This is an optimization exercise on Yosys and OpenROAD, whose aim is small area and few clock cycles, not a production implementation.
RTL that was checked went through simulation tests only; none was proved equivalent to the original.

the reference run:
// mvuTop
module mvuTop (
	input  logic                           clk,
	input  logic                           rst,
	input  logic                           wWr,
	input  logic [mvuPkg::FOLD_WIDTH-1:0]  wAddr,
	input  logic [mvuPkg::WTILE_WIDTH-1:0] wData,
	input  logic [mvuPkg::FOLD_WIDTH-1:0]  foldCount,
	input  logic                           aStrobe,
	input  logic [mvuPkg::ATILE_WIDTH-1:0] aData,
	input  logic                           aPad,
	output logic                           outVld,
	output logic [mvuPkg::OUT_WIDTH-1:0]   outData,
	output logic [mvuPkg::LANE_WIDTH-1:0]  outLane,
	output logic                           hold
);
Size: roughly 1100 cells after synthesis, roughly 70 I/O pins, ~16000 µm² of cells after synthesis.
==> module mvuTop, before the edit <==
module mvuTop (
	input  logic                           clk,
	input  logic                           rst,
	input  logic                           wWr,
	input  logic [mvuPkg::FOLD_WIDTH-1:0]  wAddr,
	input  logic [mvuPkg::WTILE_WIDTH-1:0] wData,
	input  logic [mvuPkg::FOLD_WIDTH-1:0]  foldCount,
	input  logic                           aStrobe,
	input  logic [mvuPkg::ATILE_WIDTH-1:0] aData,
	input  logic                           aPad,
	output logic                           outVld,
	output logic [mvuPkg::OUT_WIDTH-1:0]   outData,
	output logic [mvuPkg::LANE_WIDTH-1:0]  outLane,
	output logic                           hold
);
	localparam int N = QDEPTH;
	localparam int OW = $clog2(N + 1);
	logic [WTILE_WIDTH-1:0] mem [8];
	always_ff @(posedge clk) begin
		if (wWr)
			mem[wAddr] <= wData;
	end
	logic [7:0] pos;
	logic       atEnd;
	logic       atStart;
	assign atEnd = pos[foldCount];
	assign atStart = pos[0];
	always_ff @(posedge clk) begin
		if (rst)
			pos <= 8'd1;
		else if (aStrobe)
			pos <= atEnd ? 8'd1 : {pos[6:0], 1'b0};
	end
	logic [WTILE_WIDTH-1:0] w;
	logic [ATILE_WIDTH-1:0] av;
	logic [9:0]             rowA [2];
	logic [9:0]             rowB [2];
	logic [9:0]             csA [2];
	logic [9:0]             csB [2];
	logic                   firstA;	 
	logic                   lastA;	 
	always_comb begin
		w = '0;
		for (int k = 0; k < 8; k++)
			w = w | (pos[k] ? mem[k] : '0);
	end
	assign av = (aStrobe && !aPad) ? aData : '0;
	for (genvar pe = 0; pe < 2; pe++) begin : g_pe
		dotCS dotCS_i (
			.w    (w[pe*16 +: 16]),
			.a    (av),
			.rowA (rowA[pe]),
			.rowB (rowB[pe])
		);
	end
	always_ff @(posedge clk) begin
		for (int pe = 0; pe < 2; pe++) begin
			csA[pe] <= rowA[pe];
			csB[pe] <= rowB[pe];
		end
	end
	always_ff @(posedge clk) begin
		if (rst) begin
			firstA <= 1'b0;
			lastA <= 1'b0;
		end else begin
			firstA <= aStrobe && atStart;
			lastA <= aStrobe && atEnd;
		end
	end
	logic signed [ACC_WIDTH-1:0] acc [2];
	logic signed [ACC_WIDTH-1:0] accNext [2];
	always_comb begin
		for (int pe = 0; pe < 2; pe++)
			accNext[pe] = (firstA ? '0 : acc[pe]) + ACC_WIDTH'(csA[pe]) + ACC_WIDTH'(csB[pe])
				- ACC_WIDTH'(480);
	end
	always_ff @(posedge clk) begin
		for (int pe = 0; pe < 2; pe++)
			acc[pe] <= accNext[pe];
	end
	function automatic logic [OUT_WIDTH-1:0] requant(input logic signed [ACC_WIDTH-1:0] v);
		if (v[ACC_WIDTH-1])
			requant = '0;
		else if (|v[ACC_WIDTH-2:OUT_WIDTH+2])
			requant = '1;
		else
			requant = v[OUT_WIDTH+1:2];
	endfunction
	logic fin;
	logic [OUT_WIDTH-1:0] q [N];
	logic [OW-1:0]        occ;
	logic [OW-1:0]        base;
	logic                 push;
	logic                 lane;
	logic                 finNext;
	logic [OW-1:0]        occNext;
	logic [OW-1:0]        baseNext;
	assign base = occ - OW'(occ != '0);
	assign push = fin && (32'(base) + 2 <= N);
	assign finNext = (fin && !push) || lastA;
	assign occNext = base + (push ? OW'(2) : OW'(0));
	assign baseNext = occNext - OW'(occNext != '0);
	always_ff @(posedge clk) begin
		for (int i = 0; i < N; i++) begin
			if (push && OW'(i) == base)
				q[i] <= requant(acc[0]);
			else if (push && OW'(i) == base + 1'b1)
				q[i] <= requant(acc[1]);
			else if (i < N - 1)
				q[i] <= q[i + 1];
		end
	end
	always_ff @(posedge clk) begin
		if (rst) begin
			occ <= '0;
			lane <= 1'b0;
			fin <= 1'b0;
		end else begin
			occ <= occNext;
			if (occ != '0)
				lane <= !lane;
			fin <= finNext;
		end
	end
	assign outVld = (occ != '0);
	assign outData = q[0];
	assign outLane = lane;
	assign hold = finNext && !(32'(baseNext) + 2 <= N);
endmodule
==> flow/config.mk <==
export PLATFORM = sky130hd
export DESIGN_NAME = mvuTop
export DESIGN_NICKNAME = mvuTop
export VERILOG_FILES = /design/flow/design.v
export SDC_FILE = /design/flow/constraint.sdc
export NUM_CORES = 4
export LEC_CHECK = 0
export CAP_MARGIN = 20
export CORE_MARGIN = 2
export CORE_UTILIZATION = 70
export CTS_BUF_LIST = sky130_fd_sc_hd__clkbuf_8
export CTS_CLUSTER_DIAMETER = 50
export CTS_CLUSTER_SIZE = 20
export SLEW_MARGIN = 20
==> flow/constraint.sdc <==
create_clock -name core_clock -period 5.0 [get_ports {clk}]
set_input_delay 1.0000 -clock core_clock [delete_from_list [all_inputs] [get_ports {clk}]]
set_output_delay 1.0000 -clock core_clock [all_outputs]
set_load 0.01 [all_outputs]
standard.sh (not shown) runs the stock make flow with config.mk's settings and CLKGATE_MAP_FILE= SYNTH_SCRIPT=/design/flow/synth_recipe.tcl, a recipe that flattens the netlist after the stock synthesis.
==> flow/flow/run.sh <==
#!/bin/bash
# Standard layout with two changes: the port buffers are plain buffers, and
# after synthesis the full adders' polarities are rebalanced to drop
# inverters (fapol.py; a full adder with all pins complemented is the same
# function, so the netlist's behaviour and registers are unchanged).
set -euo pipefail
export BUFFER_PORTS_ARGS="-buffer_cell sky130_fd_sc_hd__buf_1"
RES=$PWD/orfs/results/sky130hd/mvuTop/base
bash standard.sh $RES/1_2_yosys.v > standard_synth.log 2>&1
cp $RES/1_2_yosys.v $RES/1_2_yosys.std.v
python3 flow/fapol.py $RES/1_2_yosys.std.v $RES/1_2_yosys.v > fapol.log 2>&1
bash standard.sh > standard.log 2>&1
Other scripts of this flow, unchanged in this note and not shown: flow/flow/fapol.py
### the reference run -> the trial run
--- a/flow/design.v
+++ b/flow/design.v
@@ -4,9 +4,9 @@
 	localparam int unsigned ATILE_WIDTH = 16;	 
 	localparam int unsigned OUT_WIDTH = 8;
 	localparam int unsigned LANE_WIDTH = 1;
 	localparam int unsigned ACC_WIDTH = 13;	 
-	localparam int unsigned QDEPTH = 2;	 
+	localparam int unsigned QDEPTH = 3;	 
 endpackage
 module dotCS (
 	input  logic [15:0]  w,
 	input  logic [15:0]  a,
@@ -291,45 +291,38 @@
 			requant = '1;
 		else
 			requant = v[OUT_WIDTH+1:2];
 	endfunction
-	logic fin;
 	logic [OUT_WIDTH-1:0] q [N];
 	logic [OW-1:0]        occ;
 	logic [OW-1:0]        base;
-	logic                 push;
-	logic                 lane;
-	logic                 finNext;
 	logic [OW-1:0]        occNext;
-	logic [OW-1:0]        baseNext;
+	logic [OW-1:0]        occAfter;
+	logic                 lane;
 	assign base = occ - OW'(occ != '0);
-	assign push = fin && (32'(base) + 2 <= N);
-	assign finNext = (fin && !push) || lastA;
-	assign occNext = base + (push ? OW'(2) : OW'(0));
-	assign baseNext = occNext - OW'(occNext != '0);
+	assign occNext = base + (lastA ? OW'(2) : OW'(0));
+	assign occAfter = occNext - OW'(occNext != '0);
 	always_ff @(posedge clk) begin
 		for (int i = 0; i < N; i++) begin
-			if (push && OW'(i) == base)
-				q[i] <= requant(acc[0]);
-			else if (push && OW'(i) == base + 1'b1)
-				q[i] <= requant(acc[1]);
+			if (lastA && OW'(i) == base)
+				q[i] <= requant(accNext[0]);
+			else if (lastA && OW'(i) == base + 1'b1)
+				q[i] <= requant(accNext[1]);
 			else if (i < N - 1)
 				q[i] <= q[i + 1];
 		end
 	end
 	always_ff @(posedge clk) begin
 		if (rst) begin
 			occ <= '0;
 			lane <= 1'b0;
-			fin <= 1'b0;
 		end else begin
 			occ <= occNext;
 			if (occ != '0)
 				lane <= !lane;
-			fin <= finNext;
 		end
 	end
 	assign outVld = (occ != '0);
 	assign outData = q[0];
 	assign outLane = lane;
-	assign hold = finNext && !(32'(baseNext) + 2 <= N);
+	assign hold = (32'(occAfter) + 2 > N);
 endmodule
Notes after the runs:
| share of the clock period used by the worst path after layout | the trial run vs the reference run | 3.1 points higher |. For number of ordinary inverters in the final layout, dividing the value from the trial run by the value from the reference run gives 1.14. In the reports for the trial run and the reference run, the smaller largest net degree at the start of global routing belongs to the reference run. The reference run → the trial run: overall die width picked up an extra about 1.7%, clock latency at the later pin of the worst-skew pair neither gained nor lost much, sequential share of layout area lost 1.1 points, required time of the critical path neither gained nor lost much, initial antenna violation count lost 2. The trial run vs the reference run — first-pass GRT wire length climbed by a few percent. Of the trial run and the reference run, the higher relative area of non-clock buffer cells in the final design belongs to the trial run. [compare] base=the reference run new=the trial run: hold slack fell by 16 ps, core utilization of the finished layout comparable.
Testbench counts of the trial run, summed over its fixed seeds: cycles 9,873.
The RTL of the reference run was laid out without a check of its function.

-- re-timing with driven ports --
Ports are ideal in the flow. The routed layouts listed here were re-timed in OpenROAD. Step 1 sets driving cells, clkbuf_16 on the clock port and buf_2 on the other inputs (assumed; they add their load-dependent delay and slew). Step 2 also shifts input and output timing later by t, the mid clock arrival at the registers, as if the neighbouring blocks saw the same clock. a / b / c = ideal / step 1 / step 2; a / b = the first two.
run | shift t [ns] | setup slack, ns | hold WS [ns]
the reference run | 0.650 | 0.531 / 0.531 / 0.008 | 0.451 / 0.451 / 0.451
the trial run | 0.655 | 0.378 / 0.378 / -0.064 | 0.436 / 0.436 / 0.436
With both steps, setup timing fails in the trial run, where it was met with ideal ports. For the reference run, which loses most, drivers alone change the setup slack by 0.000 ns; drivers and shift together by -0.523 ns.
